Source: an optimization exercise on an open RTL-to-GDS flow (aim: small area and few clock cycles per item). Production flows keep margins and buffers that such runs may drop.
The RTL was checked by simulation tests, not by an equivalence proof against the original design.
Power and IR drop assume default switching activity.

$ cat design/flow/config.mk
export PLATFORM = sky130hd
export DESIGN_NAME = sorted_list_engine
export DESIGN_NICKNAME = sorted_list_engine
export VERILOG_FILES = /design/flow/design.v
export SDC_FILE = /design/flow/constraint.sdc
export NUM_CORES = 4
export LEC_CHECK = 0
export CAP_MARGIN = 20
export CORE_MARGIN = 2
export CORE_UTILIZATION = 40
export SLEW_MARGIN = 20
$ cat design/flow/constraint.sdc
create_clock -name core_clock -period 5.0 [get_ports {clk}]
set_input_delay 1.0000 -clock core_clock [delete_from_list [all_inputs] [get_ports {clk}]]
set_output_delay 1.0000 -clock core_clock [all_outputs]
set_load 0.01 [all_outputs]
$ cat design/flow/design.v
package sle_pkg;
  localparam logic [1:0] OP_INSERT   = 2'd0;
  localparam logic [1:0] OP_REMOVE   = 2'd1;
  localparam logic [1:0] OP_CONTAINS = 2'd2;
  localparam logic [1:0] OP_READ     = 2'd3;
  localparam logic [2:0] ST_OK        = 3'd0;
  localparam logic [2:0] ST_EMPTY     = 3'd1;
  localparam logic [2:0] ST_NOT_FOUND = 3'd2;
  localparam logic [2:0] ST_FULL      = 3'd3;
  localparam logic [2:0] ST_OOB       = 3'd4;
  localparam int FIELD_W = 16;
  localparam int INDEX_W = 4;
  localparam int COUNT_W = 5;
  localparam int READ_SLOTS = 16;
  typedef struct packed {
    logic ins;
    logic rem;
  } sle_cmd_t;
endpackage
module sle_cell #(
  parameter int VALUE_WIDTH = 16
) (
  input  logic                   clk,
  input  sle_pkg::sle_cmd_t      cmd,
  input  logic [VALUE_WIDTH-1:0] key,
  input  logic                   valid,
  input  logic [VALUE_WIDTH-1:0] left_value,
  input  logic                   left_lt,
  input  logic [VALUE_WIDTH-1:0] right_value,
  output logic [VALUE_WIDTH-1:0] value,
  output logic                   lt,
  output logic                   eq
);
  logic [VALUE_WIDTH-1:0] value_next;
  assign lt = valid && (value < key);
  assign eq = valid && (value == key);
  always_comb begin
    value_next = value;
    if (cmd.ins && !lt) begin
      value_next = left_lt ? key : left_value;
    end else if (cmd.rem && valid && !lt) begin
      value_next = right_value;
    end
  end
  always_ff @(posedge clk) begin
    value <= value_next;
  end
endmodule
import sle_pkg::*;
module sorted_list_engine #(
  parameter int DEPTH       = 16,
  parameter int VALUE_WIDTH = 16
) (
  input  logic        clk,
  input  logic        rst,
  input  logic        s_tvalid,
  output logic        s_tready,
  input  logic [23:0] s_tdata,   
  input  logic [1:0]  s_tuser,   
  output logic        m_tvalid,
  input  logic        m_tready,
  output logic [23:0] m_tdata,   
  output logic [3:0]  m_tuser    
);
  localparam int CW = $clog2(DEPTH + 1);
  localparam int XW = (CW > INDEX_W) ? CW : INDEX_W;
  logic [CW-1:0]          cnt;
  logic [CW-1:0]          cnt_next;
  logic                   accept;
  logic [1:0]             op;
  logic [INDEX_W-1:0]     idx;
  logic [VALUE_WIDTH+FIELD_W-1:0] key_ext;
  logic [VALUE_WIDTH-1:0] key;
  logic                   full;
  logic                   present;
  sle_pkg::sle_cmd_t      cmd;
  logic [VALUE_WIDTH-1:0] cell_val [DEPTH];
  logic [DEPTH-1:0]       cell_valid;
  logic [DEPTH-1:0]       cell_lt;
  logic [DEPTH-1:0]       cell_eq;
  logic [VALUE_WIDTH-1:0] rd_slot  [READ_SLOTS];
  logic [VALUE_WIDTH-1:0] rd_val;
  logic [VALUE_WIDTH+FIELD_W-1:0] rd_ext;
  logic [VALUE_WIDTH+FIELD_W-1:0] rm_ext;
  logic [FIELD_W-1:0]     res_data;
  logic                   res_found;
  logic [2:0]             res_status;
  logic [CW+COUNT_W-1:0]  cnt_ext;
  assign accept  = s_tvalid && s_tready;
  assign s_tready = !m_tvalid || m_tready;
  assign op      = s_tuser;
  assign idx     = s_tdata[FIELD_W+INDEX_W-1:FIELD_W];
  assign key_ext = {{VALUE_WIDTH{1'b0}}, s_tdata[FIELD_W-1:0]};
  assign key     = key_ext[VALUE_WIDTH-1:0];
  assign full    = (cnt == CW'(DEPTH));
  assign present = |cell_eq;
  always_comb begin
    cmd.ins = accept && (op == OP_INSERT) && !full;
    cmd.rem = accept && (op == OP_REMOVE) && present;
  end
  genvar gi;
  generate
    for (gi = 0; gi < DEPTH; gi++) begin : g_cell
      logic [VALUE_WIDTH-1:0] lv;
      logic                   llt;
      logic [VALUE_WIDTH-1:0] rv;
      assign cell_valid[gi] = (cnt > CW'(gi));
      if (gi == 0) begin : g_first
        assign lv  = '0;
        assign llt = 1'b1;
      end else begin : g_inner
        assign lv  = cell_val[gi-1];
        assign llt = cell_lt[gi-1];
      end
      if (gi == DEPTH - 1) begin : g_last
        assign rv = '0;
      end else begin : g_body
        assign rv = cell_val[gi+1];
      end
      sle_cell #(.VALUE_WIDTH(VALUE_WIDTH)) u_cell (
        .clk         (clk),
        .cmd         (cmd),
        .key         (key),
        .valid       (cell_valid[gi]),
        .left_value  (lv),
        .left_lt     (llt),
        .right_value (rv),
        .value       (cell_val[gi]),
        .lt          (cell_lt[gi]),
        .eq          (cell_eq[gi])
      );
    end
    for (gi = 0; gi < READ_SLOTS; gi++) begin : g_slot
      if (gi < DEPTH) begin : g_used
        assign rd_slot[gi] = cell_val[gi];
      end else begin : g_unused
        assign rd_slot[gi] = '0;
      end
    end
  endgenerate
  assign rd_val = rd_slot[idx];
  assign rd_ext = {{FIELD_W{1'b0}}, rd_val};
  assign rm_ext = {{FIELD_W{1'b0}}, key};
  always_comb begin
    res_data   = '0;
    res_found  = 1'b0;
    res_status = ST_OK;
    cnt_next   = cnt;
    case (op)
      OP_INSERT: begin
        if (full) begin
          res_status = ST_FULL;
        end else begin
          res_found = 1'b1;
          cnt_next  = cnt + CW'(1);
        end
      end
      OP_REMOVE, OP_CONTAINS: begin
        if (cnt == '0) begin
          res_status = ST_EMPTY;
        end else if (!present) begin
          res_status = ST_NOT_FOUND;
        end else begin
          res_found = 1'b1;
          if (op == OP_REMOVE) begin
            res_data = rm_ext[FIELD_W-1:0];
            cnt_next = cnt - CW'(1);
          end
        end
      end
      OP_READ: begin
        if (XW'(idx) >= XW'(cnt)) begin
          res_status = ST_OOB;
        end else begin
          res_found = 1'b1;
          res_data  = rd_ext[FIELD_W-1:0];
        end
      end
      default: begin
        res_status = ST_OK;
      end
    endcase
  end
  assign cnt_ext = {{COUNT_W{1'b0}}, cnt_next};
  always_ff @(posedge clk) begin
    if (rst) begin
      cnt <= '0;
    end else if (accept) begin
      cnt <= cnt_next;
    end
  end
  always_ff @(posedge clk) begin
    if (rst) begin
      m_tvalid <= 1'b0;
    end else if (accept) begin
      m_tvalid <= 1'b1;
    end else if (m_tready) begin
      m_tvalid <= 1'b0;
    end
  end
  always_ff @(posedge clk) begin
    if (accept) begin
      m_tdata <= {3'b000, cnt_ext[COUNT_W-1:0], res_data};
      m_tuser <= {res_status, res_found};
    end
  end
endmodule
$ cat design/flow/run.sh
#!/bin/bash
# synth_recipe.tcl (not shown) runs the flow's synth.tcl, then flattens the netlist and writes it again
# the make line also repeats each setting of config.mk as NAME=value (left out here)
make -C /OpenROAD-flow-scripts/flow DESIGN_CONFIG=/design/flow/config.mk WORK_HOME=/design/flow/orfs CLKGATE_MAP_FILE= SYNTH_SCRIPT=/design/flow/synth_recipe.tcl finish
==> results.py, run 1 <==
metrics = {
    "status": {
        "status": "timing/DRC/antenna clean",
    },
    "sta": {
        "slew_violations": 0,
        "fin_crit_sh_pct": 88.3,
        "fmaxAchievable_ghz": 0.226,
        "relSlewSlack_pct": 21.1,
        "rsz0062_at_grt": "false",
        "tns_ps": 0,
        "fin_worst_skew_ps": 27.5,
        "hold_violations": 0,
        "setup_viol": 0,
        "period_minus_slack_ps": 4420,
        "fin_ws_ps": 583,
        "worst-slew-pin-transition_ps": 1180,
    },
    "final_layout": {
        "drive_gt1_share_pct": 10.2,
        "multiInputGateArea_um2": 13100,
        "stdcell_area_um2": 26100,
        "antenna_cells": 0,
        "syn_to_final_growth_pct": 17.2,
        "regArea_um2": 8560,
        "finish.net_count": 2764,
        "nFillCells": 5254,
    },
    "drt": {
        "viasPerCell": 6.69,
        "avgRoutedWirePerCell_um": 34.1,
        "vias": 21700,
        "wl_mm": 111,
        "firstDrtPassIters": 6,
        "postRouteAntennaNets": 0,
        "drtIter0Drc": 3430,
        "post-route-drc-count": 0,
    },
    "global_route": {
        "grt_pass1_wl_mm": 152,
        "grt.overflow.total": 0,
        "antenna_found_initial": 3,
        "grt_use_total_pct": 37.8,
        "grt_pass1_vias": 20200,
        "grt_max_degree": 41,
    },
    "logic_synthesis": {
        "ys_top_cells_by_area": "edfxtp_1 (38%), ha_1 (15%), mux2i_1 (8.8%)",
        "yosysMostFrequentCell": "a21oi_1",
        "synth-main-ff-cell": "edfxtp_1",
        "synth_edf_count": 281,
        "synth_top_area_cell": "edfxtp_1",
        "synth.top_cells.by_count": "a21oi_1 (386), edfxtp_1 (281), ha_1 (269)",
        "async_reset_ff_share_pct": 0,
        "syn_inst": 2348,
        "ys_seq_area_share_pct": 38.4,
        "ys_ff_latch": 287,
        "synth.top_cell.area_share_pct": 37.9,
        "synth_area_um2": 22300,
        "yosys_warnings": 5,
        "yosysUniqueCellTypes": 67,
        "synth_area_per_cell_um2": 9.49,
    },
    "worst_setup_path": {
        "crit_slowest_cell": "a2111oi_0",
        "endpoint_kind": "flop",
        "max_stage_delay_ps": 770,
        "crit_type": "in2reg",
        "path_cells": "clkdlybuf4s50_1 -> inv_1 -> buf_4 -> ha_1 -> a21o_1 -> a21oi_1 -> nor2b_1 -> o21ai_0 -> nand2_1 -> a2111oi_0 -> o21ai_4 -> and2_0 -> a21oi_1",
        "crit_fanout": 16,
        "cp.required_ps": 5400,
        "rr_worst_depth": 14,
        "arrival_ps": 4820,
        "cp-start-kind": "input pin",
        "critPathTopFamily": "compound AO/OA/AOI/OAI gates",
        "r2r-start": "cnt[1]",
        "critPathBufInv": 3,
        "cpMostUsedCell": "a21oi_1",
        "r2r_end": "g_cell[0].u_cell.value[10]",
        "r2r_setup_slack_ps": 970,
    },
    "power_and_ir_drop": {
        "p_leak_nw": 11.0,
        "power_density_nw_per_um2": 267,
        "vdd_ir_drop_max_uv": 208,
        "finalPower_w": 0.00698,
    },
    "clocking": {
        "root_buffer": "clkbuf_16",
        "clk_pin_slew_ps": 60,
        "insertion_delay_ps": 580,
        "htree_levels": 2,
        "cts_setup_buffers": 0,
        "hold_buffers": 0,
        "cts.sinks": 287,
        "cts_tree": "yes",
        "cts.repair.resized": 0,
        "ctsLongestPathBuffers": 3,
        "cts_buffers": 37,
    },
    "min_path": {
        "hold_path_class": "reg2reg",
        "holdPathStages": 2,
        "hold_path_end": "m_tvalid",
        "worstHoldStart": "m_tvalid",
    },
    "die": {
        "die_w_um": 240,
        "core_um2": 55100,
        "num_rows": 86,
        "die_area_um2": 57600,
        "start_util_pct": 40.5,
        "die_h_um": 240,
        "io_pins": 60,
    },
    "placed_design": {
        "port-buffer-count": 52,
        "dp_slack_ps": -169,
        "hpwl_mm": 82.6,
        "placed_cell_area_um2": 24800,
        "gp_congestion": 1.06,
    },
    "job": {
        "drv_cap": 0,
    },
}
## cells by family after synthesis
kind of cell / Yosys count / synth area share (%)
other: 1 / 0.0168
DFF: 287 / 38.4
adders and majority gates: 269 / 15.1
buffers and inverters: 198 / 3.46
AOI/OAI and AO/OA: 788 / 21.3
and+or+nand+nor: 606 / 12.8
muxes: 197 / 8.85
xor gates and xnor gates: 2 / 0.0786
## registers in the layout (all words and copies together) (netlist names)
name / flops
m_tuser: 4
g_cell.u_cell.value: 256
cnt: 5
m_tdata: 21
m_tvalid: 1
## cells in the final DEF, fill, tap and decap left out, types with 39 or more instances in the layout
cell and count:
a21oi_1 381, edfxtp_1 281, ha_1 269, nor2_1 228, mux2i_1 196, buf_4 145, nand2_1 140, o21ai_0 106
a22oi_1 99, nand4_1 85, inv_1 55, clkdlybuf4s50_1 51, a21o_1 42, clkbuf_16 39
## worst max path at each step
stage	startpoint	slack, ps	end	depth (start not counted)
floorplan	s_tdata[9]	90	g_cell[13].u_cell.value[0]	11
global placement	s_tdata[9]	-170	g_cell[12].u_cell.value[9]	13
detailed placement	s_tdata[9]	-170	g_cell[12].u_cell.value[2]	13
CTS	s_tdata[9]	370	g_cell[12].u_cell.value[2]	13
global route	s_tdata[9]	350	g_cell[12].u_cell.value[7]	13
finish	s_tdata[9]	580	g_cell[12].u_cell.value[10]	13
## layout make-up
cell class	instances	share of cell area (%)
Clock inverter	21	0.982
Inverter	57	0.820
Multi-Input combinational cell	1865	50.2
Tap cell	748	3.58
Timing Repair Buffer	217	7.71
Clock buffer	47	3.89
Sequential cell	287	32.8
## worst reg2reg max path: stages, from the launching register on
cell,delay (ps)
dfxtp_1,450
ha_1,350
nand3b_1,200
buf_4,190
a21oi_1,720
a32oi_1,220
buf_4,240
nand3_1,90
buf_4,150
o41ai_4,110
nor2_1,170
buf_4,250
nand2_1,110
a21oi_1,170
buf_4,280
## power by group
part           leakage [nW]  switching [W]  total (W)  internal (W)
Sequential             2.64       0.000161    0.00291       0.00274
Combinational          7.75       0.000735    0.00117      0.000435
Clock                 0.620        0.00116    0.00291       0.00175
Total                  11.0        0.00205    0.00698       0.00493
## per-stage QoR
stage | instances | hold slack, ps | utilization (%)
final | 3242 | 546 | 47.4
after global routing | 3242 | 607 | 47.4
after CTS | 3241 | 543 | 47.3
after detailed placement | 3173 | 535 | 45.0
after global placement | 3173 | 509 | 45.0
after floorplan | 2350 | 541 | -
## layer usage
layer  GRT usage [%]  up-vias  wire, um
met5               0        -        40
met4            23.8        6      8240
met3            7.85      347     12500
met2            56.2     1540     46700
met1            50.1    10500     43100
li1                -     9244         -
Testbench counts, summed over its fixed seeds: cycles 12,008, items 12,000.
==> inputs of run 2 (changes only) <==
--- a/design/flow/design.v
+++ b/design/flow/design.v
@@ -34,13 +34,16 @@
   logic [VALUE_WIDTH-1:0] value_next;
   assign lt = valid && (value < key);
   assign eq = valid && (value == key);
+  logic sel_key, sel_left, sel_right, sel_hold;
   always_comb begin
-    value_next = value;
-    if (cmd.ins && !lt) begin
-      value_next = left_lt ? key : left_value;
-    end else if (cmd.rem && valid && !lt) begin
-      value_next = right_value;
-    end
+    sel_key    = cmd.ins && !lt && left_lt;
+    sel_left   = cmd.ins && !lt && !left_lt;
+    sel_right  = cmd.rem && !lt;   
+    sel_hold   = lt || !(cmd.ins || cmd.rem);
+    value_next = ({VALUE_WIDTH{sel_key}}   & key)
+               | ({VALUE_WIDTH{sel_left}}  & left_value)
+               | ({VALUE_WIDTH{sel_right}} & right_value)
+               | ({VALUE_WIDTH{sel_hold}}  & value);
   end
   always_ff @(posedge clk) begin
     value <= value_next;
@@ -181,7 +184,7 @@
       end
     endcase
   end
-  assign cnt_ext = {{COUNT_W{1'b0}}, cnt_next};
+  assign cnt_ext = {{COUNT_W{1'b0}}, cnt};
   always_ff @(posedge clk) begin
     if (rst) begin
       cnt <= '0;
@@ -198,10 +201,14 @@
       m_tvalid <= 1'b0;
     end
   end
+  logic [FIELD_W-1:0] out_data;
+  logic [3:0]         out_user;
   always_ff @(posedge clk) begin
     if (accept) begin
-      m_tdata <= {3'b000, cnt_ext[COUNT_W-1:0], res_data};
-      m_tuser <= {res_status, res_found};
-    end
-  end
+      out_data <= res_data;
+      out_user <= {res_status, res_found};
+    end
+  end
+  assign m_tdata = {3'b000, cnt_ext[COUNT_W-1:0], out_data};
+  assign m_tuser = out_user;
 endmodule
==> design/flow/flow/run.sh (new file) <==
#!/bin/bash
# Own layout flow: the standard synthesis, then the combinational logic of
# its netlist re-mapped by ABC for the least area within a delay target, and sized for
# 1500 ps logic delay (registers, their
# names and cell types untouched), then the standard layout from there.
set -euo pipefail
R=orfs/results/$FLOW_PLATFORM/sorted_list_engine/base
LIB=$FLOW_HOME/platforms/$FLOW_PLATFORM/lib/sky130_fd_sc_hd__tt_025C_1v80.lib
bash standard.sh synth > log_synth.txt 2>&1
cp $R/1_2_yosys.v std_netlist.v
ABC_SCRIPT=$(cat flow/abc_script.txt)
yosys -p "read_liberty -ignore_miss_func $LIB; read_verilog std_netlist.v; hierarchy -top $FLOW_TOP; setattr -mod -set keep_hierarchy 1 sky130_fd_sc_hd__df* sky130_fd_sc_hd__edf* sky130_fd_sc_hd__sdf* sky130_fd_sc_hd__dl* sky130_fd_sc_hd__conb_1; flatten; opt_clean; tee -o remap_pre.txt stat -liberty $LIB; abc -liberty $LIB -dont_use sky130_fd_sc_hd__lpflow_bleeder_1 -dont_use sky130_fd_sc_hd__lpflow_clkbufkapwr_1 -dont_use sky130_fd_sc_hd__lpflow_clkbufkapwr_16 -dont_use sky130_fd_sc_hd__lpflow_clkbufkapwr_2 -dont_use sky130_fd_sc_hd__lpflow_clkbufkapwr_4 -dont_use sky130_fd_sc_hd__lpflow_clkbufkapwr_8 -dont_use sky130_fd_sc_hd__lpflow_clkinvkapwr_1 -dont_use sky130_fd_sc_hd__lpflow_clkinvkapwr_16 -dont_use sky130_fd_sc_hd__lpflow_clkinvkapwr_2 -dont_use sky130_fd_sc_hd__lpflow_clkinvkapwr_4 -dont_use sky130_fd_sc_hd__lpflow_clkinvkapwr_8 -dont_use sky130_fd_sc_hd__lpflow_decapkapwr_12 -dont_use sky130_fd_sc_hd__lpflow_decapkapwr_3 -dont_use sky130_fd_sc_hd__lpflow_decapkapwr_4 -dont_use sky130_fd_sc_hd__lpflow_decapkapwr_6 -dont_use sky130_fd_sc_hd__lpflow_decapkapwr_8 -dont_use sky130_fd_sc_hd__lpflow_inputiso0n_1 -dont_use sky130_fd_sc_hd__lpflow_inputiso0p_1 -dont_use sky130_fd_sc_hd__lpflow_inputiso1n_1 -dont_use sky130_fd_sc_hd__lpflow_inputiso1p_1 -dont_use sky130_fd_sc_hd__lpflow_inputisolatch_1 -dont_use sky130_fd_sc_hd__lpflow_isobufsrc_1 -dont_use sky130_fd_sc_hd__lpflow_isobufsrc_16 -dont_use sky130_fd_sc_hd__lpflow_isobufsrc_2 -dont_use sky130_fd_sc_hd__lpflow_isobufsrc_4 -dont_use sky130_fd_sc_hd__lpflow_isobufsrc_8 -dont_use sky130_fd_sc_hd__lpflow_isobufsrckapwr_16 -dont_use sky130_fd_sc_hd__lpflow_lsbuf_lh_hl_isowell_tap_1 -dont_use sky130_fd_sc_hd__lpflow_lsbuf_lh_hl_isowell_tap_2 -dont_use sky130_fd_sc_hd__lpflow_lsbuf_lh_hl_isowell_tap_4 -dont_use sky130_fd_sc_hd__lpflow_lsbuf_lh_isowell_4 -dont_use sky130_fd_sc_hd__lpflow_lsbuf_lh_isowell_tap_1 -dont_use sky130_fd_sc_hd__lpflow_lsbuf_lh_isowell_tap_2 -dont_use sky130_fd_sc_hd__lpflow_lsbuf_lh_isowell_tap_4 -dont_use sky130_fd_sc_hd__probe_p_8 -dont_use sky130_fd_sc_hd__probec_p_8  -D 1500 -script $ABC_SCRIPT; opt_clean -purge; tee -o remap_post.txt stat -liberty $LIB; select $FLOW_TOP; write_verilog -noattr -selected remap_netlist.v" > log_remap.txt 2>&1
cp remap_netlist.v $R/1_2_yosys.v
rm -f $R/1_synth.odb $R/1_synth.sdc
bash standard.sh > log_layout.txt 2>&1
==> design/flow/flow/abc_script.txt (new file) <==
+strash;dc2;dch,-f;map,{D};topo;buffer,-p;upsize,{D};dnsize,{D};stime,-p;
==> design/flow/standard.sh (new file) <==
#!/bin/bash
# synth_recipe.tcl (not shown) runs the flow's synth.tcl, then flattens the netlist and writes it again
# the make line also repeats each setting of config.mk as NAME=value (left out here)
make -C /OpenROAD-flow-scripts/flow DESIGN_CONFIG=/design/flow/config.mk WORK_HOME=/design/flow/orfs CLKGATE_MAP_FILE= SYNTH_SCRIPT=/design/flow/synth_recipe.tcl "${@:-finish}"
--- a/design/flow/config.mk
+++ b/design/flow/config.mk
@@ -7,5 +7,8 @@
 export LEC_CHECK = 0
 export CAP_MARGIN = 20
 export CORE_MARGIN = 2
-export CORE_UTILIZATION = 40
+export CORE_UTILIZATION = 50
+export CTS_BUF_LIST = sky130_fd_sc_hd__clkbuf_8
+export CTS_CLUSTER_DIAMETER = 50
+export CTS_CLUSTER_SIZE = 12
 export SLEW_MARGIN = 20
removed: design/flow/run.sh
==> results.py, run 2 <==
metrics = {
    "drt": {
        "postRouteAntennaNets": 0,
        "drtIter0Drc": 5073,
        "vias": 25700,
        "wl_mm": 114,
        "firstDrtPassIters": 10,
        "viasPerCell": 7.59,
        "post-route-drc-count": 0,
        "avgRoutedWirePerCell_um": 33.6,
    },
    "worst_setup_path": {
        "critPathBufInv": 6,
        "max_stage_delay_ps": 870,
        "path_cells": "clkdlybuf4s50_1 -> inv_2 -> buf_4 -> nand2_1 -> inv_1 -> a21oi_1 -> o211ai_1 -> nor3b_1 -> nand4_1 -> nand4_1 -> nor2_1 -> o2111ai_2 -> buf_4 -> nand2_2 -> nor2_4 -> buf_12 -> nand2_1 -> o221ai_1",
        "critPathTopFamily": "simple AND/OR/NAND/NOR gates",
        "crit_slowest_cell": "clkdlybuf4s50_1",
        "arrival_ps": 5750,
        "endpoint_kind": "flop",
        "cp.required_ps": 5580,
        "cp-start-kind": "input pin",
        "crit_fanout": 35,
        "crit_type": "in2reg",
    },
    "placed_design": {
        "port-buffer-count": 52,
        "dpl.cell_count": 3303,
        "gp_congestion": 1.21,
        "dp_slack_ps": -38.3,
        "placed_cell_area_um2": 20700,
        "hpwl_mm": 82.4,
    },
    "sta": {
        "rsz0062_at_grt": "true",
        "slew_violations": 0,
        "fin_worst_skew_ps": 42.5,
        "setup_viol": 80,
        "relSlewSlack_pct": 11.3,
        "hold_violations": 0,
        "fin_crit_sh_pct": 103,
        "fin_ws_ps": -170,
        "period_minus_slack_ps": 5170,
        "whs_ps": 467,
        "fmaxAchievable_ghz": 0.193,
        "worst-slew-pin-transition_ps": 1310,
    },
    "power_and_ir_drop": {
        "finalPower_w": 0.0120,
        "p_leak_nw": 8.37,
        "vdd_ir_drop_max_uv": 379,
        "power_density_nw_per_um2": 552,
        "p_comb_share_pct": 44.8,
        "internal_power_w": 0.00595,
        "switching_share_pct": 50.4,
        "p_switching_w": 0.00605,
        "clock_power_share_pct": 19.1,
        "seqPwrFrac_pct": 36.1,
    },
    "clocking": {
        "cts_tree": "yes",
        "clk_pin_slew_ps": 70,
        "ctsLongestPathBuffers": 3,
        "cts_buffers": 42,
        "cts.sinks": 282,
        "hold_buffers": 0,
        "root_buffer": "clkbuf_8",
        "insertion_delay_ps": 710,
        "htree_levels": 2,
    },
    "die": {
        "die_area_um2": 39200,
        "io_pins": 60,
        "die_w_um": 198,
        "start_util_pct": 50.3,
        "core_um2": 37400,
        "num_rows": 71,
        "die_h_um": 198,
    },
    "job": {
        "drv_cap": 0,
    },
    "global_route": {
        "grt.overflow.total": 0,
        "grt_pass1_wl_mm": 160,
        "grt_max_degree": 50,
        "grt_pass1_vias": 23800,
        "grt_use_total_pct": 57.1,
        "antenna_found_initial": 16,
    },
    "status": {
        "so_faults": "negative setup slack",
        "status": "complete, but fails checks",
    },
    "final_layout": {
        "layout_common_cells": "nand2_1 (426), inv_1 (314), dfxtp_1 (262), nor2_1 (239), o22ai_1 (214)",
        "final_common_cell": "nand2_1",
        "largest_register_ff_count": 256,
        "nFillCells": 3584,
        "stdcell_count": 3390,
        "stdcell_area_um2": 21700,
        "drive_gt1_share_pct": 10.5,
        "regMostFlops": "g_cell.u_cell.value",
        "finish.net_count": 2868,
        "reg_top3": "g_cell.u_cell.value: 256 flops, out_data: 16 flops, cnt: 5 flops",
        "syn_to_final_growth_pct": 15.4,
    },
    "logic_synthesis": {
        "synth_area_per_cell_um2": 6.89,
        "syn_inst": 2730,
        "synth_area_um2": 18800,
        "yosys_warnings": 5,
    },
    "min_path": {
        "hold_path_class": "reg2reg",
    },
}
==> run 2: cell count changes in the layout (fill, tap and decap cells not counted), moves of 160 or more <==
| cell | change |
|---|---|
| nand2_1 | +286 |
| ha_1 | -269 |
| edfxtp_1 | -261 |
| inv_1 | +259 |
| dfxtp_1 | +256 |
| a21oi_1 | -225 |
| o22ai_1 | +212 |
| mux2i_1 | -196 |
| o221ai_1 | +163 |
| o211ai_1 | +160 |
==> run 2: timing repair <==
action / 4_1_cts / 5_1_grt
resized for setup: 0 / 4
setup endpoints to repair: 0 / 142
setup buffers: 0 / 0
==> run 2: stage by stage <==
| stage | setup TNS [ps] | utilization [%] |
|---|---|---|
| after global routing | -2210 | 58.0 |
| after detailed placement | -593 | 55.3 |
| after floorplan | 0 | - |
| after global placement | 0 | 55.3 |
| final | -8820 | 58.1 |
| after CTS | 0 | 57.9 |
==> run 2: cell type report <==
type,instances,area [um^2],area share [%]
clock buffers,51,702,3.23
multi-input cells,1961,11100,51.1
clock inverters,27,254,1.17
repair buffers,214,1880,8.66
diodes,7,17.5,0.0806
flip-flops and latches,282,5850,26.9
well taps,511,639,2.94
inverters,337,1270,5.86
==> run 2: power by group through the flow <==
stage | logic (W) | registers [W] | clock network [W]
2_1_floorplan | 0.00308 | 0.00391 | 0
3_3_place_gp | 0.00475 | 0.00424 | 0
3_5_place_dp | 0.00490 | 0.00428 | 0
4_1_cts | 0.00492 | 0.00424 | 0.00223
5_1_grt | 0.00553 | 0.00440 | 0.00234
6_report | 0.00538 | 0.00433 | 0.00229
==> run 2: worst reg2reg max path, stage by stage (launching register included) <==
cell       delay (ps)
dfxtp_1           320
clkinv_1          360
nand2_1           230
o211ai_1          120
nor4_1            300
nor3b_1           410
nand4_1           700
nand4_1           310
nor2_1             80
o2111ai_2         100
buf_4             190
nand2_2            70
nor2_4            110
buf_12            290
nand2_1           480
o221ai_1          340
==> run 2: routing by layer <==
metal	part of all wire (%)	wire length, um	global-route usage (%)	up-vias
li1	-	-	-	10400
met1	33	37300	64.8	11800
met2	39	44000	78.3	2608
met3	17	19800	29.0	891
met4	11	12700	50.0	16
met5	0.13	148	0.128	-
==> run 2: worst paths after layout <==
path	start	to	slack (ps)	cells past startpoint
setup / recovery	s_tdata[9]	g_cell[14].u_cell.value[2]	-170	18
hold reg to reg	g_cell[15].u_cell.value[5]	g_cell[15].u_cell.value[5]	470	1
setup reg to reg	g_cell[9].u_cell.value[13]	g_cell[14].u_cell.value[2]	460	15
hold / removal	g_cell[15].u_cell.value[5]	g_cell[15].u_cell.value[5]	470	1
Testbench counts of run 2, summed over its fixed seeds: cycles 12,008, items 12,000.
==> inputs of run 3 (changes only) <==
--- a/design/flow/config.mk
+++ b/design/flow/config.mk
@@ -11,4 +11,5 @@
 export CTS_BUF_LIST = sky130_fd_sc_hd__clkbuf_8
 export CTS_CLUSTER_DIAMETER = 50
 export CTS_CLUSTER_SIZE = 12
+export GPL_TIMING_DRIVEN = 0
 export SLEW_MARGIN = 20
==> results.py, run 3 <==
metrics = {
    "status": {
        "status": "complete, but fails checks",
        "so_faults": "negative setup slack",
    },
    "drt": {
        "drtIter0Drc": 4680,
        "post-route-drc-count": 0,
        "vias": 25600,
        "postRouteAntennaNets": 0,
        "firstDrtPassIters": 9,
        "avgRoutedWirePerCell_um": 33.5,
        "wl_mm": 113,
        "viasPerCell": 7.57,
    },
    "power_and_ir_drop": {
        "p_leak_nw": 7.82,
        "clock_power_share_pct": 19.2,
        "power_density_nw_per_um2": 553,
        "internal_power_w": 0.00582,
        "vdd_ir_drop_max_uv": 345,
        "p_comb_share_pct": 44.3,
        "p_switching_w": 0.00578,
        "switching_share_pct": 49.9,
        "seqPwrFrac_pct": 36.5,
    },
    "placed_design": {
        "hpwl_mm": 85.2,
        "placed_cell_area_um2": 20000,
        "port-buffer-count": 52,
        "dpl.cell_count": 3296,
        "gp_congestion": 1.15,
    },
    "clocking": {
        "cts_tree": "yes",
        "insertion_delay_ps": 680,
        "clk_pin_slew_ps": 80,
        "ctsLongestPathBuffers": 3,
        "hold_buffers": 0,
        "cts.sinks": 282,
        "htree_levels": 2,
        "cts_buffers": 41,
        "root_buffer": "clkbuf_8",
    },
    "die": {
        "die_h_um": 198,
        "io_pins": 60,
        "core_um2": 37400,
        "num_rows": 71,
        "start_util_pct": 50.3,
        "die_w_um": 198,
        "die_area_um2": 39200,
    },
    "sta": {
        "fin_crit_sh_pct": 106,
        "slew_violations": 0,
        "fin_worst_skew_ps": 52.1,
        "tns_ps": -5110,
        "relSlewSlack_pct": 15.0,
        "fin_ws_ps": -296,
        "rsz0062_at_grt": "false",
        "setup_viol": 112,
        "fmaxAchievable_ghz": 0.189,
        "worst-slew-pin-transition_ps": 1270,
        "period_minus_slack_ps": 5300,
        "hold_violations": 0,
        "whs_ps": 473,
    },
    "logic_synthesis": {
        "synth_area_per_cell_um2": 6.89,
        "synth_area_um2": 18800,
        "yosys_warnings": 5,
        "syn_inst": 2730,
    },
    "worst_setup_path": {
        "cp-start-kind": "input pin",
        "crit_type": "in2reg",
        "r2r-start": "cnt[1]",
        "r2r_setup_slack_ps": 180,
        "cp.required_ps": 5510,
        "path_depth": 14,
        "critPathTopFamily": "buffers and inverters",
        "cpMostUsedCell": "clkbuf_4",
        "endpoint_kind": "flop",
        "path_cells": "clkbuf_4 -> inv_2 -> buf_4 -> clkdlybuf4s15_1 -> a22oi_1 -> nand4_1 -> o221ai_1 -> nor2_1 -> o2111ai_2 -> o21ai_1 -> clkbuf_4 -> nor2_2 -> clkbuf_2 -> o21ai_0",
        "arrival_ps": 5810,
        "rr_worst_depth": 13,
        "r2r_end": "g_cell[12].u_cell.value[15]",
        "cp-endpoint": "g_cell[12].u_cell.value[15]",
        "crit_fanout": 22,
        "critPathBufInv": 6,
        "max_stage_delay_ps": 800,
        "crit_slowest_cell": "clkdlybuf4s15_1",
        "crit_path_start": "s_tdata[15]",
    },
    "final_layout": {
        "stdcell_count": 3375,
        "drive_gt1_share_pct": 7.17,
        "regMostFlops": "g_cell.u_cell.value",
        "final_common_cell": "nand2_1",
        "multiInputGateArea_um2": 11100,
        "finish.net_count": 2859,
        "syn_to_final_growth_pct": 11.5,
        "largest_register_ff_count": 256,
        "nFillCells": 3751,
        "layout_common_cells": "nand2_1 (430), inv_1 (312), dfxtp_1 (262), nor2_1 (239), o22ai_1 (213)",
        "stdcell_area_um2": 21000,
        "utilization_pct": 56.1,
        "reg_top3": "g_cell.u_cell.value: 256 flops, out_data: 16 flops, cnt: 5 flops",
        "regArea_um2": 5850,
    },
    "global_route": {
        "grt_pass1_vias": 23300,
        "grt_use_total_pct": 56.6,
        "grt_pass1_wl_mm": 159,
        "antenna_found_initial": 4,
        "grt.overflow.total": 0,
        "grt_max_degree": 27,
    },
    "min_path": {
        "hold_path_class": "reg2reg",
    },
    "job": {
        "drv_cap": 0,
    },
}
[run 3: power groups by stage]
stage               sequential [W]  clock [W]  combinational (W)
detailed placement         0.00422          0            0.00468
floorplan                  0.00391          0            0.00308
finish                     0.00424    0.00222            0.00514
global placement           0.00420          0            0.00460
global route               0.00433    0.00225            0.00533
CTS                        0.00418    0.00217            0.00471
[run 3: final cells by class]
cell class              count  share of cell area, %
repair buffers             54                   2.30
diodes                      5                 0.0596
plain buffers             152                   3.26
inverters                 337                   6.09
well taps                 511                   3.05
clock inverters            29                   1.41
clock buffers              44                   2.89
flip-flops and latches    282                   27.9
multi-input cells        1961                   53.1
[run 3: through the flow]
stage	setup WS (ps)	total power, W
floorplan	1790	0.00698
CTS	-4.21	0.0111
global placement	-1860	0.00880
detailed placement	-1590	0.00890
global route	30.6	0.0119
finish	-296	0.0116
[run 3: repair_timing]
action / in CTS / in global routing
gates resized for setup: 22 / 41
setup buffers: 0 / 1
setup endpoints to repair: 271 / 265
pin swaps: 0 / 3
[run 3: how the worst min path moves through the flow]
stage / depth (start not counted) / slack (ps) / from / endpoint
global route: 2 / 500 / g_cell[5].u_cell.value[6] / g_cell[5].u_cell.value[6]
floorplan: 1 / 440 / g_cell[15].u_cell.value[12] / g_cell[15].u_cell.value[12]
detailed placement: 1 / 450 / g_cell[15].u_cell.value[8] / g_cell[15].u_cell.value[8]
global placement: 1 / 450 / g_cell[15].u_cell.value[8] / g_cell[15].u_cell.value[8]
CTS: 1 / 470 / g_cell[15].u_cell.value[8] / g_cell[15].u_cell.value[8]
finish: 1 / 470 / g_cell[15].u_cell.value[12] / g_cell[15].u_cell.value[12]
[run 3: metal layers]
metal / vias up / wire length (um) / track usage (%)
met4: 6 / 11500 / 42.5
met5: - / 58 / 0
met3: 753 / 20100 / 27.1
met1: 11600 / 38400 / 67.9
li1: 10400 / - / -
met2: 2809 / 42800 / 77.7
==> inputs of run 4 (changes only) <==
--- a/design/flow/design.v
+++ b/design/flow/design.v
@@ -38,8 +38,8 @@
   always_comb begin
     sel_key    = cmd.ins && !lt && left_lt;
     sel_left   = cmd.ins && !lt && !left_lt;
-    sel_right  = cmd.rem && !lt;   
-    sel_hold   = lt || !(cmd.ins || cmd.rem);
+    sel_right  = cmd.rem && valid && !lt;
+    sel_hold   = !(sel_key || sel_left || sel_right);
     value_next = ({VALUE_WIDTH{sel_key}}   & key)
                | ({VALUE_WIDTH{sel_left}}  & left_value)
                | ({VALUE_WIDTH{sel_right}} & right_value)
--- a/design/flow/config.mk
+++ b/design/flow/config.mk
@@ -11,5 +11,4 @@
 export CTS_BUF_LIST = sky130_fd_sc_hd__clkbuf_8
 export CTS_CLUSTER_DIAMETER = 50
 export CTS_CLUSTER_SIZE = 12
-export GPL_TIMING_DRIVEN = 0
 export SLEW_MARGIN = 20
==> results.py, run 4 <==
metrics = {
    "clocking": {
        "cts_setup_buffers": 0,
        "hold_buffers": 0,
        "htree_levels": 2,
        "clk_pin_slew_ps": 80,
        "cts_buffers": 42,
        "ctsLongestPathBuffers": 3,
        "cts.sinks": 282,
        "root_buffer": "clkbuf_8",
        "cts_tree": "yes",
        "cts.repair.resized": 0,
        "insertion_delay_ps": 710,
    },
    "min_path": {
        "hold_path_class": "reg2reg",
    },
    "worst_setup_path": {
        "endpoint_kind": "flop",
        "r2r_setup_slack_ps": 530,
        "r2r-start": "cnt[4]",
        "rr_worst_depth": 12,
        "crit_path_start": "s_tdata[8]",
        "arrival_ps": 5170,
        "r2r_end": "g_cell[14].u_cell.value[1]",
        "cp-endpoint": "g_cell[8].u_cell.value[9]",
        "crit_fanout": 16,
        "cp.required_ps": 5630,
        "crit_type": "in2reg",
        "cp-start-kind": "input pin",
    },
    "drt": {
        "viasPerCell": 7.52,
        "avgRoutedWirePerCell_um": 32.4,
        "post-route-drc-count": 0,
        "vias": 26000,
        "postRouteAntennaNets": 0,
        "wl_mm": 112,
        "drtIter0Drc": 5751,
        "firstDrtPassIters": 10,
    },
    "final_layout": {
        "finish.net_count": 2932,
        "syn_to_final_growth_pct": 14.7,
        "reg_top3": "g_cell.u_cell.value: 256 flops, out_data: 16 flops, cnt: 5 flops",
        "layout_common_cells": "inv_1 (328), nand2_1 (312), nand3_1 (301), dfxtp_1 (262), nor2_1 (201)",
        "drive_gt1_share_pct": 12.1,
        "final_common_cell": "inv_1",
        "largest_register_ff_count": 256,
        "stdcell_area_um2": 22700,
        "regMostFlops": "g_cell.u_cell.value",
    },
    "sta": {
        "tns_ps": 0,
        "setup_viol": 0,
        "fmaxAchievable_ghz": 0.220,
        "fin_worst_skew_ps": 38.5,
        "slew_violations": 0,
        "relSlewSlack_pct": 28.8,
        "rsz0062_at_grt": "false",
        "fin_crit_sh_pct": 90.9,
        "hold_violations": 0,
        "worst-slew-pin-transition_ps": 1070,
        "period_minus_slack_ps": 4540,
    },
    "logic_synthesis": {
        "syn_inst": 2780,
        "synth_area_per_cell_um2": 7.12,
        "synth_area_um2": 19800,
        "yosys_warnings": 5,
    },
    "job": {
        "drv_cap": 0,
    },
    "power_and_ir_drop": {
        "power_density_nw_per_um2": 521,
        "p_leak_nw": 8.75,
        "vdd_ir_drop_max_uv": 327,
    },
    "global_route": {
        "grt_pass1_vias": 24100,
        "antenna_found_initial": 4,
        "grt_max_degree": 49,
        "grt_pass1_wl_mm": 160,
        "grt_use_total_pct": 52.8,
        "grt.overflow.total": 0,
    },
    "placed_design": {
        "placed_cell_area_um2": 21800,
        "hpwl_mm": 83.1,
        "gp_congestion": 1.15,
        "port-buffer-count": 52,
    },
    "die": {
        "die_w_um": 203,
        "die_h_um": 203,
        "die_area_um2": 41200,
        "start_util_pct": 51.0,
        "io_pins": 60,
        "core_um2": 38800,
        "num_rows": 72,
    },
    "status": {
        "status": "timing/DRC/antenna clean",
    },
}
-- run 4: cell count changes in the layout (fill, tap and decap cells not counted), sizes merged, moves of 36 or more --
| cell | change |
|---|---|
| nand3 | +237 |
| o21ai | -57 |
| buf | +145 |
| o22ai | -40 |
| nand2 | -122 |
| a22oi | +57 |
| o221ai | -36 |
| clkbuf | -114 |
-- run 4: how the worst min path moves through the flow --
| stage | slack, ps | start | cells after the start | end |
|---|---|---|---|---|
| 5_1_grt | 540 | g_cell[1].u_cell.value[2] | 2 | g_cell[1].u_cell.value[2] |
| 3_5_place_dp | 500 | g_cell[1].u_cell.value[0] | 2 | g_cell[1].u_cell.value[0] |
| 6_report | 510 | g_cell[12].u_cell.value[4] | 2 | g_cell[12].u_cell.value[4] |
| 2_1_floorplan | 470 | g_cell[12].u_cell.value[4] | 2 | g_cell[12].u_cell.value[4] |
| 3_3_place_gp | 480 | g_cell[9].u_cell.value[6] | 2 | g_cell[9].u_cell.value[6] |
| 4_1_cts | 520 | g_cell[9].u_cell.value[6] | 2 | g_cell[9].u_cell.value[6] |
-- run 4: metal layers --
metal,global-route usage (%),up-vias,part of all wire (%),wire (um)
met5,1.55,-,0,0
met4,42.0,0,11,12400
li1,-,10700,-,-
met2,75.5,2727,39,43200
met3,22.5,819,18,19700
met1,61.6,11700,33,36600
-- run 4: power breakdown --
group          switching (W)  internal [W]  leakage, nW
combinational        0.00345       0.00167         5.89
sequential           0.00124       0.00327         2.39
clock                0.00116       0.00105        0.475
total                0.00585       0.00598         8.75
-- run 4: cell type report --
type,count,area (um^2)
tap,518,648
fill,3733,16100
clock buffer,46,633
antenna,3,7.51
sequential,282,5850
clock inverter,32,285
timing repair buffer,250,2240
multi-input combinational,1982,11700
inverter,344,1310
-- run 4: metrics by stage --
step / hold WS (ps) / instances / worst slack (ps) / util [%] / power (W)
2_1_floorplan: 473 / 2782 / 1550 / - / 0.00715
3_3_place_gp: 484 / 3376 / 222 / 56.0 / 0.00905
3_5_place_dp: 500 / 3376 / 156 / 56.0 / 0.00920
4_1_cts: 515 / 3454 / 830 / 58.4 / 0.0113
5_1_grt: 539 / 3454 / 504 / 58.4 / 0.0122
6_report: 513 / 3457 / 456 / 58.4 / 0.0118
-- run 4: critical path, stage by stage --
cell and delay [ps]:
clkdlybuf4s50_1 680, inv_2 400, buf_4 280, o211ai_1 110, nor3_1 160, nand3_1 360, a31oi_1 770, a21oi_1 80
nand3_1 120, nor2_2 60, nor2_2 720, a22oi_1 270, o211ai_1 140
Testbench counts of run 4, summed over its fixed seeds: cycles 12,008, items 12,000.
==> inputs of run 5 (changes only) <==
--- a/design/flow/design.v
+++ b/design/flow/design.v
@@ -38,8 +38,8 @@
   always_comb begin
     sel_key    = cmd.ins && !lt && left_lt;
     sel_left   = cmd.ins && !lt && !left_lt;
-    sel_right  = cmd.rem && valid && !lt;
-    sel_hold   = !(sel_key || sel_left || sel_right);
+    sel_right  = cmd.rem && !lt;   
+    sel_hold   = lt || !(cmd.ins || cmd.rem);
     value_next = ({VALUE_WIDTH{sel_key}}   & key)
                | ({VALUE_WIDTH{sel_left}}  & left_value)
                | ({VALUE_WIDTH{sel_right}} & right_value)
==> design/flow/flow/run.sh (replaced) <==
#!/bin/bash
# Own layout flow: the standard synthesis, then the combinational logic of
# its netlist re-mapped by ABC for the least area within a delay target, and sized for
# 1500 ps logic delay (registers, their
# names and cell types untouched), then the standard layout from there.
set -euo pipefail
R=orfs/results/$FLOW_PLATFORM/sorted_list_engine/base
LIB=$FLOW_HOME/platforms/$FLOW_PLATFORM/lib/sky130_fd_sc_hd__tt_025C_1v80.lib
bash standard.sh synth > log_synth.txt 2>&1
cp $R/1_2_yosys.v std_netlist.v
ABC_SCRIPT=$(cat flow/abc_script.txt)
yosys -p "read_liberty -ignore_miss_func $LIB; read_verilog std_netlist.v; hierarchy -top $FLOW_TOP; setattr -mod -set keep_hierarchy 1 sky130_fd_sc_hd__df* sky130_fd_sc_hd__edf* sky130_fd_sc_hd__sdf* sky130_fd_sc_hd__dl* sky130_fd_sc_hd__conb_1; flatten; opt_clean; tee -o remap_pre.txt stat -liberty $LIB; abc -liberty $LIB -dont_use sky130_fd_sc_hd__lpflow_bleeder_1 -dont_use sky130_fd_sc_hd__lpflow_clkbufkapwr_1 -dont_use sky130_fd_sc_hd__lpflow_clkbufkapwr_16 -dont_use sky130_fd_sc_hd__lpflow_clkbufkapwr_2 -dont_use sky130_fd_sc_hd__lpflow_clkbufkapwr_4 -dont_use sky130_fd_sc_hd__lpflow_clkbufkapwr_8 -dont_use sky130_fd_sc_hd__lpflow_clkinvkapwr_1 -dont_use sky130_fd_sc_hd__lpflow_clkinvkapwr_16 -dont_use sky130_fd_sc_hd__lpflow_clkinvkapwr_2 -dont_use sky130_fd_sc_hd__lpflow_clkinvkapwr_4 -dont_use sky130_fd_sc_hd__lpflow_clkinvkapwr_8 -dont_use sky130_fd_sc_hd__lpflow_decapkapwr_12 -dont_use sky130_fd_sc_hd__lpflow_decapkapwr_3 -dont_use sky130_fd_sc_hd__lpflow_decapkapwr_4 -dont_use sky130_fd_sc_hd__lpflow_decapkapwr_6 -dont_use sky130_fd_sc_hd__lpflow_decapkapwr_8 -dont_use sky130_fd_sc_hd__lpflow_inputiso0n_1 -dont_use sky130_fd_sc_hd__lpflow_inputiso0p_1 -dont_use sky130_fd_sc_hd__lpflow_inputiso1n_1 -dont_use sky130_fd_sc_hd__lpflow_inputiso1p_1 -dont_use sky130_fd_sc_hd__lpflow_inputisolatch_1 -dont_use sky130_fd_sc_hd__lpflow_isobufsrc_1 -dont_use sky130_fd_sc_hd__lpflow_isobufsrc_16 -dont_use sky130_fd_sc_hd__lpflow_isobufsrc_2 -dont_use sky130_fd_sc_hd__lpflow_isobufsrc_4 -dont_use sky130_fd_sc_hd__lpflow_isobufsrc_8 -dont_use sky130_fd_sc_hd__lpflow_isobufsrckapwr_16 -dont_use sky130_fd_sc_hd__lpflow_lsbuf_lh_hl_isowell_tap_1 -dont_use sky130_fd_sc_hd__lpflow_lsbuf_lh_hl_isowell_tap_2 -dont_use sky130_fd_sc_hd__lpflow_lsbuf_lh_hl_isowell_tap_4 -dont_use sky130_fd_sc_hd__lpflow_lsbuf_lh_isowell_4 -dont_use sky130_fd_sc_hd__lpflow_lsbuf_lh_isowell_tap_1 -dont_use sky130_fd_sc_hd__lpflow_lsbuf_lh_isowell_tap_2 -dont_use sky130_fd_sc_hd__lpflow_lsbuf_lh_isowell_tap_4 -dont_use sky130_fd_sc_hd__probe_p_8 -dont_use sky130_fd_sc_hd__probec_p_8 -dont_use sky130_fd_sc_hd__clkdlybuf4s* -dont_use sky130_fd_sc_hd__dlygate* -dont_use sky130_fd_sc_hd__dlymetal*  -D 1500 -script $ABC_SCRIPT; opt_clean -purge; tee -o remap_post.txt stat -liberty $LIB; select $FLOW_TOP; write_verilog -noattr -selected remap_netlist.v" > log_remap.txt 2>&1
cp remap_netlist.v $R/1_2_yosys.v
rm -f $R/1_synth.odb $R/1_synth.sdc
# ports are buffered with the smallest buffer; the resizer sizes them up where needed
bash standard.sh "BUFFER_PORTS_ARGS=-buffer_cell sky130_fd_sc_hd__buf_1" finish > log_layout.txt 2>&1
--- a/design/flow/config.mk
+++ b/design/flow/config.mk
@@ -9,6 +9,7 @@
 export CORE_MARGIN = 2
 export CORE_UTILIZATION = 50
 export CTS_BUF_LIST = sky130_fd_sc_hd__clkbuf_8
-export CTS_CLUSTER_DIAMETER = 50
-export CTS_CLUSTER_SIZE = 12
+export CTS_CLUSTER_DIAMETER = 60
+export CTS_CLUSTER_SIZE = 16
+export SETUP_SLACK_MARGIN = 0.2
 export SLEW_MARGIN = 20
==> results.py, run 5 <==
metrics = {
    "final_layout": {
        "syn_to_final_growth_pct": 11.1,
        "stdcell_area_um2": 20900,
        "regMostFlops": "g_cell.u_cell.value",
        "reg_top3": "g_cell.u_cell.value: 256 flops, out_data: 16 flops, cnt: 5 flops",
        "final_common_cell": "nand2_1",
        "finish.net_count": 2840,
        "layout_common_cells": "nand2_1 (429), inv_1 (312), dfxtp_1 (262), nor2_1 (238), o22ai_1 (214)",
        "nFillCells": 3658,
        "largest_register_ff_count": 256,
        "drive_gt1_share_pct": 9.11,
    },
    "drt": {
        "viasPerCell": 7.58,
        "avgRoutedWirePerCell_um": 33.9,
        "vias": 25100,
        "drtIter0Drc": 4101,
        "wl_mm": 112,
        "firstDrtPassIters": 9,
        "post-route-drc-count": 0,
        "postRouteAntennaNets": 0,
    },
    "die": {
        "die_w_um": 198,
        "die_h_um": 198,
        "core_um2": 37300,
        "num_rows": 71,
        "die_area_um2": 39200,
        "start_util_pct": 50.4,
        "io_pins": 60,
    },
    "worst_setup_path": {
        "crit_fanout": 12,
        "cpMostUsedCell": "nor2_1",
        "max_stage_delay_ps": 810,
        "rr_worst_depth": 12,
        "cp.required_ps": 5610,
        "cp-start-kind": "flop",
        "arrival_ps": 5060,
        "crit_type": "reg2reg",
        "endpoint_kind": "flop",
        "path_cells": "nor2_1 -> inv_1 -> a21oi_1 -> nor4_1 -> nand4_1 -> nand2_1 -> nor2_1 -> o2111ai_2 -> o21ai_4 -> buf_4 -> o21ai_0 -> o211ai_1",
        "crit_slowest_cell": "a21oi_1",
        "path_depth": 12,
        "critPathTopFamily": "compound AO/OA/AOI/OAI gates",
        "critPathBufInv": 2,
    },
    "sta": {
        "tns_ps": 0,
        "rsz0062_at_grt": "false",
        "fin_worst_skew_ps": 30.0,
        "fin_crit_sh_pct": 89.0,
        "worst-slew-pin-transition_ps": 1220,
        "setup_viol": 0,
        "fin_ws_ps": 549,
        "relSlewSlack_pct": 18.5,
        "slew_violations": 0,
        "hold_violations": 0,
        "fmaxAchievable_ghz": 0.225,
        "period_minus_slack_ps": 4450,
    },
    "placed_design": {
        "placed_cell_area_um2": 20200,
        "gp_congestion": 1.16,
        "dp_slack_ps": 71.2,
        "hpwl_mm": 82.9,
        "port-buffer-count": 52,
    },
    "clocking": {
        "cts_buffers": 31,
        "cts_tree": "yes",
        "cts_setup_buffers": 0,
        "cts.sinks": 282,
        "ctsLongestPathBuffers": 3,
        "htree_levels": 1,
        "cts.repair.resized": 0,
        "clk_pin_slew_ps": 90,
        "hold_buffers": 0,
        "insertion_delay_ps": 700,
        "root_buffer": "clkbuf_8",
    },
    "power_and_ir_drop": {
        "internal_power_w": 0.00560,
        "p_leak_nw": 7.98,
        "switching_share_pct": 50.8,
        "p_comb_share_pct": 46.1,
        "clock_power_share_pct": 16.5,
        "power_density_nw_per_um2": 545,
        "seqPwrFrac_pct": 37.4,
        "finalPower_w": 0.0114,
        "vdd_ir_drop_max_uv": 388,
        "p_switching_w": 0.00579,
    },
    "min_path": {
        "holdPathStages": 1,
        "hold_path_class": "reg2reg",
    },
    "logic_synthesis": {
        "syn_inst": 2730,
        "synth_area_um2": 18800,
        "yosys_warnings": 5,
        "synth_area_per_cell_um2": 6.89,
    },
    "global_route": {
        "grt_pass1_wl_mm": 157,
        "antenna_found_initial": 10,
        "grt_use_total_pct": 56.0,
        "grt_pass1_vias": 23000,
        "grt.overflow.total": 0,
        "grt_max_degree": 50,
    },
    "job": {
        "drv_cap": 0,
    },
    "status": {
        "status": "timing/DRC/antenna clean",
    },
}
run 5: area by class of cell:
type / count / area [um^2] / area share [%]
Multi-Input combinational cell: 1961 / 11100 / 53.1
Clock buffer: 33 / 454 / 2.17
Antenna cell: 6 / 15.0 / 0.0718
Tap cell: 474 / 593 / 2.84
Timing Repair Buffer: 197 / 1380 / 6.60
Clock inverter: 23 / 253 / 1.21
Inverter: 337 / 1270 / 6.08
Sequential cell: 282 / 5850 / 28.0
run 5: power by group through the flow:
stage	clock network (W)	registers, W	logic (W)
6_report	0.00188	0.00426	0.00525
5_1_grt	0.00193	0.00436	0.00545
4_1_cts	0.00183	0.00420	0.00486
3_5_place_dp	0	0.00424	0.00484
3_3_place_gp	0	0.00421	0.00475
2_1_floorplan	0	0.00390	0.00307
run 5: path summary, 6_finish.rpt:
path                                   start                    endpoint  slack, ps
setup reg to reg                      cnt[3]  g_cell[1].u_cell.value[15]        550
hold / removal    g_cell[15].u_cell.value[5]  g_cell[15].u_cell.value[5]        470
hold reg to reg   g_cell[15].u_cell.value[5]  g_cell[15].u_cell.value[5]        470
setup / recovery                      cnt[3]  g_cell[1].u_cell.value[15]        550
run 5: stage by stage:
| step | util [%] | std cells | hold slack [ps] |
|---|---|---|---|
| finish | 56.0 | 3313 | 475 |
| global route | 56.0 | 3307 | 494 |
| CTS | 55.9 | 3306 | 475 |
| detailed placement | 54.0 | 3250 | 456 |
| global placement | 54.0 | 3250 | 449 |
| floorplan | - | 2732 | 442 |
run 5: layer usage:
metal,share of wire (%),GRT usage (%),vias up
met5,0.072,0.766,-
met4,12,51.7,12
met3,16,22.7,775
met2,38,77.4,2415
met1,34,65.6,11600
li1,-,-,10300
Testbench counts of run 5, summed over its fixed seeds: cycles 12,008, items 12,000.
==> inputs of run 6 (changes only) <==
--- a/design/flow/config.mk
+++ b/design/flow/config.mk
@@ -5,11 +5,11 @@
 export SDC_FILE = /design/flow/constraint.sdc
 export NUM_CORES = 4
 export LEC_CHECK = 0
-export CAP_MARGIN = 20
+export CAP_MARGIN = 5
 export CORE_MARGIN = 2
 export CORE_UTILIZATION = 50
 export CTS_BUF_LIST = sky130_fd_sc_hd__clkbuf_8
 export CTS_CLUSTER_DIAMETER = 60
 export CTS_CLUSTER_SIZE = 16
 export SETUP_SLACK_MARGIN = 0.2
-export SLEW_MARGIN = 20
+export SLEW_MARGIN = 5
==> results.py, run 6 <==
metrics = {
    "worst_setup_path": {
        "r2r-start": "cnt[3]",
        "crit_type": "reg2reg",
        "cp.required_ps": 5620,
        "r2r_end": "g_cell[1].u_cell.value[15]",
        "r2r_setup_slack_ps": 140,
        "cp-start-kind": "flop",
        "rr_worst_depth": 12,
        "arrival_ps": 5480,
        "crit_fanout": 12,
        "endpoint_kind": "flop",
    },
    "drt": {
        "wl_mm": 112,
        "postRouteAntennaNets": 0,
        "drtIter0Drc": 4152,
        "viasPerCell": 7.56,
        "firstDrtPassIters": 10,
        "vias": 25000,
        "avgRoutedWirePerCell_um": 33.9,
        "post-route-drc-count": 0,
    },
    "final_layout": {
        "reg_top3": "g_cell.u_cell.value: 256 flops, out_data: 16 flops, cnt: 5 flops",
        "finish.net_count": 2839,
        "final_common_cell": "nand2_1",
        "largest_register_ff_count": 256,
        "utilization_pct": 55.9,
        "drive_gt1_share_pct": 9.00,
        "regMostFlops": "g_cell.u_cell.value",
        "nFillCells": 3665,
        "syn_to_final_growth_pct": 11.0,
        "layout_common_cells": "nand2_1 (429), inv_1 (312), dfxtp_1 (262), nor2_1 (240), o22ai_1 (214)",
    },
    "sta": {
        "hold_violations": 0,
        "whs_ps": 474,
        "rsz0062_at_grt": "false",
        "slew_violations": 0,
        "tns_ps": 0,
        "setup_viol": 0,
        "relSlewSlack_pct": 5.46,
        "fin_crit_sh_pct": 97.3,
        "fmaxAchievable_ghz": 0.206,
        "fin_worst_skew_ps": 31.1,
        "period_minus_slack_ps": 4860,
        "worst-slew-pin-transition_ps": 1420,
    },
    "global_route": {
        "grt_pass1_wl_mm": 157,
        "grt.overflow.total": 0,
        "grt_max_degree": 50,
        "grt_pass1_vias": 23000,
        "antenna_found_initial": 10,
        "grt_use_total_pct": 56.0,
    },
    "min_path": {
        "holdPathStages": 1,
        "hold_path_class": "reg2reg",
        "hold_path_end": "g_cell[15].u_cell.value[8]",
        "worstHoldStart": "g_cell[15].u_cell.value[8]",
    },
    "job": {
        "drv_cap": 0,
    },
    "placed_design": {
        "port-buffer-count": 52,
        "gp_congestion": 1.16,
        "hpwl_mm": 82.9,
    },
    "clocking": {
        "cts.sinks": 282,
        "root_buffer": "clkbuf_8",
        "ctsLongestPathBuffers": 3,
        "cts_setup_buffers": 0,
        "htree_levels": 1,
        "cts.repair.resized": 0,
        "cts_tree": "yes",
        "cts_buffers": 31,
        "clk_pin_slew_ps": 90,
        "hold_buffers": 0,
        "insertion_delay_ps": 700,
    },
    "power_and_ir_drop": {
        "clock_power_share_pct": 16.5,
        "power_density_nw_per_um2": 546,
        "vdd_ir_drop_max_uv": 389,
        "internal_power_w": 0.00560,
        "switching_share_pct": 50.9,
        "p_comb_share_pct": 46.1,
        "p_switching_w": 0.00579,
        "finalPower_w": 0.0114,
        "seqPwrFrac_pct": 37.5,
        "p_leak_nw": 7.97,
    },
    "logic_synthesis": {
        "syn_inst": 2730,
        "synth_area_per_cell_um2": 6.89,
        "synth_area_um2": 18800,
        "yosys_warnings": 5,
    },
    "die": {
        "io_pins": 60,
        "start_util_pct": 50.4,
        "die_area_um2": 39200,
        "core_um2": 37300,
        "die_w_um": 198,
        "die_h_um": 198,
        "num_rows": 71,
    },
    "status": {
        "status": "timing/DRC/antenna clean",
    },
}
run 6: critical path, cell delays in order (launching register included):
cell,delay [ps]
dfxtp_1,390
nor2_1,450
inv_1,340
a21oi_1,840
nor4_1,120
nand4_1,240
nand2_1,140
nor2_1,210
o2111ai_2,280
o21ai_2,1160
buf_4,340
o21ai_0,100
o211ai_1,150
run 6: layout make-up:
type / instances / area [um^2] / area share, %
Antenna cell: 6 / 15.0 / 0.0719
Tap cell: 474 / 593 / 2.84
Clock inverter: 23 / 253 / 1.21
Sequential cell: 282 / 5850 / 28.0
Multi-Input combinational cell: 1961 / 11100 / 53.1
Clock buffer: 33 / 454 / 2.18
Inverter: 337 / 1270 / 6.08
Timing Repair Buffer: 196 / 1360 / 6.53
run 6: layer usage:
metal	up-vias	global-route usage (%)	wire length, um
met3	787	22.7	18600
met2	2413	77.4	42900
met4	10	51.7	13100
met5	-	0.766	94
li1	10300	-	-
met1	11500	65.6	37500
run 6: through the flow:
step / setup slack (ps) / cell area, um^2 / cells
detailed placement: 71.2 / 20200 / 3250
global route: 357 / 20900 / 3306
floorplan: 1790 / 18800 / 2732
finish: 137 / 20900 / 3312
CTS: 676 / 20900 / 3306
global placement: 143 / 20200 / 3250
run 6: worst max path at each step:
stage / from / to / slack [ps]
global route: s_tdata[2] / g_cell[14].u_cell.value[3] / 360
detailed placement: s_tdata[2] / g_cell[1].u_cell.value[15] / 70
floorplan: m_tready / g_cell[4].u_cell.value[1] / 1790
global placement: s_tdata[2] / g_cell[11].u_cell.value[3] / 140
CTS: cnt[3] / g_cell[1].u_cell.value[15] / 680
finish: cnt[3] / g_cell[1].u_cell.value[15] / 140
run 6: power by group through the flow:
stage               Clock (W)  Sequential [W]  Combinational (W)
floorplan                   0         0.00390            0.00307
global placement            0         0.00421            0.00475
detailed placement          0         0.00424            0.00484
CTS                   0.00183         0.00420            0.00486
global route          0.00193         0.00436            0.00544
finish                0.00188         0.00427            0.00525
==> inputs of run 7 (changes only) <==
==> design/flow/config.mk (replaced) <==
export PLATFORM = sky130hd
export DESIGN_NAME = sorted_list_engine
export DESIGN_NICKNAME = sorted_list_engine
export VERILOG_FILES = /design/flow/design.v
export SDC_FILE = /design/flow/constraint.sdc
export NUM_CORES = 4
export LEC_CHECK = 0
export CAP_MARGIN = 20
export CORE_MARGIN = 2
export CORE_UTILIZATION = 50
export CTS_BUF_LIST = sky130_fd_sc_hd__clkbuf_8
export CTS_CLUSTER_DIAMETER = 50
export CTS_CLUSTER_SIZE = 12
export SETUP_SLACK_MARGIN = 0.2
export SLEW_MARGIN = 20
==> results.py, run 7 <==
metrics = {
    "clocking": {
        "clk_pin_slew_ps": 80,
        "cts.repair.resized": 0,
        "htree_levels": 2,
        "root_buffer": "clkbuf_8",
        "cts_setup_buffers": 0,
        "cts_buffers": 38,
        "hold_buffers": 0,
        "cts_tree": "yes",
        "cts.sinks": 282,
        "insertion_delay_ps": 670,
        "ctsLongestPathBuffers": 3,
    },
    "global_route": {
        "grt.overflow.total": 0,
        "antenna_found_initial": 11,
        "grt_max_degree": 50,
        "grt_pass1_vias": 22900,
        "grt_use_total_pct": 56.4,
        "grt_pass1_wl_mm": 158,
    },
    "worst_setup_path": {
        "r2r_setup_slack_ps": 330,
        "critPathBufInv": 3,
        "crit_fanout": 31,
        "path_depth": 14,
        "cp-endpoint": "g_cell[11].u_cell.value[1]",
        "max_stage_delay_ps": 990,
        "cp-start-kind": "flop",
        "cpMostUsedCell": "nor2_1",
        "crit_type": "reg2reg",
        "path_cells": "nor2_1 -> inv_2 -> nor2_1 -> o21ai_1 -> o2111ai_1 -> nor4_1 -> buf_4 -> a21oi_1 -> o2111ai_2 -> nand2_2 -> nor2_4 -> buf_12 -> nand2_1 -> o211ai_1",
        "r2r-start": "cnt[1]",
        "arrival_ps": 5230,
        "rr_worst_depth": 14,
        "crit_path_start": "cnt[1]",
        "critPathTopFamily": "compound AO/OA/AOI/OAI gates",
        "r2r_end": "g_cell[11].u_cell.value[1]",
        "cp.required_ps": 5570,
        "crit_slowest_cell": "o21ai_1",
        "endpoint_kind": "flop",
    },
    "power_and_ir_drop": {
        "p_comb_share_pct": 45.3,
        "p_leak_nw": 8.05,
        "clock_power_share_pct": 17.9,
        "vdd_ir_drop_max_uv": 426,
        "power_density_nw_per_um2": 551,
        "p_switching_w": 0.00583,
        "internal_power_w": 0.00576,
        "switching_share_pct": 50.3,
        "seqPwrFrac_pct": 36.8,
    },
    "final_layout": {
        "reg_top3": "g_cell.u_cell.value: 256 flops, out_data: 16 flops, cnt: 5 flops",
        "final_common_cell": "nand2_1",
        "finish.net_count": 2847,
        "layout_common_cells": "nand2_1 (429), inv_1 (313), dfxtp_1 (262), nor2_1 (238), o22ai_1 (214)",
        "regMostFlops": "g_cell.u_cell.value",
        "largest_register_ff_count": 256,
        "stdcell_area_um2": 21000,
        "syn_to_final_growth_pct": 11.8,
        "utilization_pct": 56.4,
        "drive_gt1_share_pct": 9.35,
    },
    "logic_synthesis": {
        "syn_inst": 2730,
        "yosys_warnings": 5,
        "synth_area_per_cell_um2": 6.89,
        "synth_area_um2": 18800,
    },
    "min_path": {
        "hold_path_class": "reg2reg",
    },
    "placed_design": {
        "port-buffer-count": 52,
        "placed_cell_area_um2": 20200,
        "dp_slack_ps": 71.2,
        "hpwl_mm": 82.9,
        "gp_congestion": 1.16,
    },
    "drt": {
        "wl_mm": 112,
        "viasPerCell": 7.55,
        "firstDrtPassIters": 9,
        "postRouteAntennaNets": 0,
        "vias": 25100,
        "drtIter0Drc": 4341,
        "avgRoutedWirePerCell_um": 33.8,
        "post-route-drc-count": 0,
    },
    "sta": {
        "worst-slew-pin-transition_ps": 1260,
        "fin_ws_ps": 335,
        "hold_violations": 0,
        "relSlewSlack_pct": 15.8,
        "fmaxAchievable_ghz": 0.214,
        "fin_worst_skew_ps": 35.9,
        "slew_violations": 0,
        "fin_crit_sh_pct": 93.3,
        "rsz0062_at_grt": "false",
        "whs_ps": 472,
        "tns_ps": 0,
        "setup_viol": 0,
        "period_minus_slack_ps": 4670,
    },
    "status": {
        "status": "timing/DRC/antenna clean",
    },
    "die": {
        "die_w_um": 198,
        "die_h_um": 198,
        "num_rows": 71,
        "die_area_um2": 39200,
        "io_pins": 60,
        "start_util_pct": 50.4,
        "core_um2": 37300,
    },
    "job": {
        "drv_cap": 0,
    },
}
-- run 7: routing by layer --
layer / share of wire, % / global-route usage, % / wire, um
met1: 34 / 65.9 / 37700
met2: 38 / 77.5 / 43100
met3: 17 / 24.4 / 18500
met4: 11 / 50.9 / 12900
met5: 0.043 / 0.766 / 48
-- run 7: worst min path at each step --
stage / start / to / slack, ps / depth (start not counted)
3_3_place_gp: g_cell[15].u_cell.value[5] / g_cell[15].u_cell.value[5] / 450 / 1
4_1_cts: g_cell[15].u_cell.value[5] / g_cell[15].u_cell.value[5] / 470 / 1
2_1_floorplan: g_cell[15].u_cell.value[12] / g_cell[15].u_cell.value[12] / 440 / 1
3_5_place_dp: g_cell[15].u_cell.value[5] / g_cell[15].u_cell.value[5] / 460 / 1
5_1_grt: g_cell[15].u_cell.value[8] / g_cell[15].u_cell.value[8] / 490 / 1
6_report: g_cell[15].u_cell.value[5] / g_cell[15].u_cell.value[5] / 470 / 1
-- run 7: final cells by class --
cell class              instances  area, um^2
flip-flops and latches        282        5850
inverters                     337        1270
diodes                          7        17.5
fillers                      3649       16300
clock inverters                23         210
multi-input cells            1961       11100
repair buffers                197        1380
well taps                     474         593
clock buffers                  45         619
-- run 7: power groups by stage --
stage | sequential, W | combinational, W | clock (W)
after floorplan | 0.00390 | 0.00307 | 0
after global placement | 0.00421 | 0.00475 | 0
after detailed placement | 0.00424 | 0.00484 | 0
after CTS | 0.00420 | 0.00486 | 0.00204
after global routing | 0.00435 | 0.00544 | 0.00214
final | 0.00426 | 0.00525 | 0.00208
-- run 7: per-stage QoR --
step | instances | total power, W
finish | 3326 | 0.0116
global route | 3320 | 0.0119
CTS | 3318 | 0.0111
detailed placement | 3250 | 0.00908
global placement | 3250 | 0.00896
floorplan | 2732 | 0.00697

what the ideal ports hide:
Ports are ideal in the flow. The routed layouts listed here were re-timed in OpenROAD. Step 1: set_driving_cell puts a clkbuf_16 on clk and a buf_2 on each other input, an assumption about the parent block. Step 2, shift: input delay + t, output delay - t, t = (earliest + latest rising clock arrival at the registers) / 2. This alone moves slack from input paths to output paths. Three values: ideal ports, drivers, drivers and shift; two values: the first two.
run | t (ns) | setup slack, ns | pins driven straight from the clock port
run 1 | 0.629 | 0.583 / 0.622 / -0.006 | 1
run 2 | 0.744 | -0.170 / -0.142 / -0.886 | 1
run 3 | 0.707 | -0.296 / -0.264 / -0.971 | 1
run 4 | 0.745 | 0.456 / 0.491 / -0.254 | 1
run 5 | 0.743 | 0.549 / 0.549 / -0.133 | 1
run 6 | 0.744 | 0.137 / 0.137 / -0.335 | 1
run 7 | 0.712 | 0.335 / 0.335 / -0.218 | 1
With both steps, setup timing fails in 5 of these runs, where it was met with ideal ports. The setup slack of run 2, which loses most, moves by +0.028 ns with the drivers and by -0.716 ns with both steps.
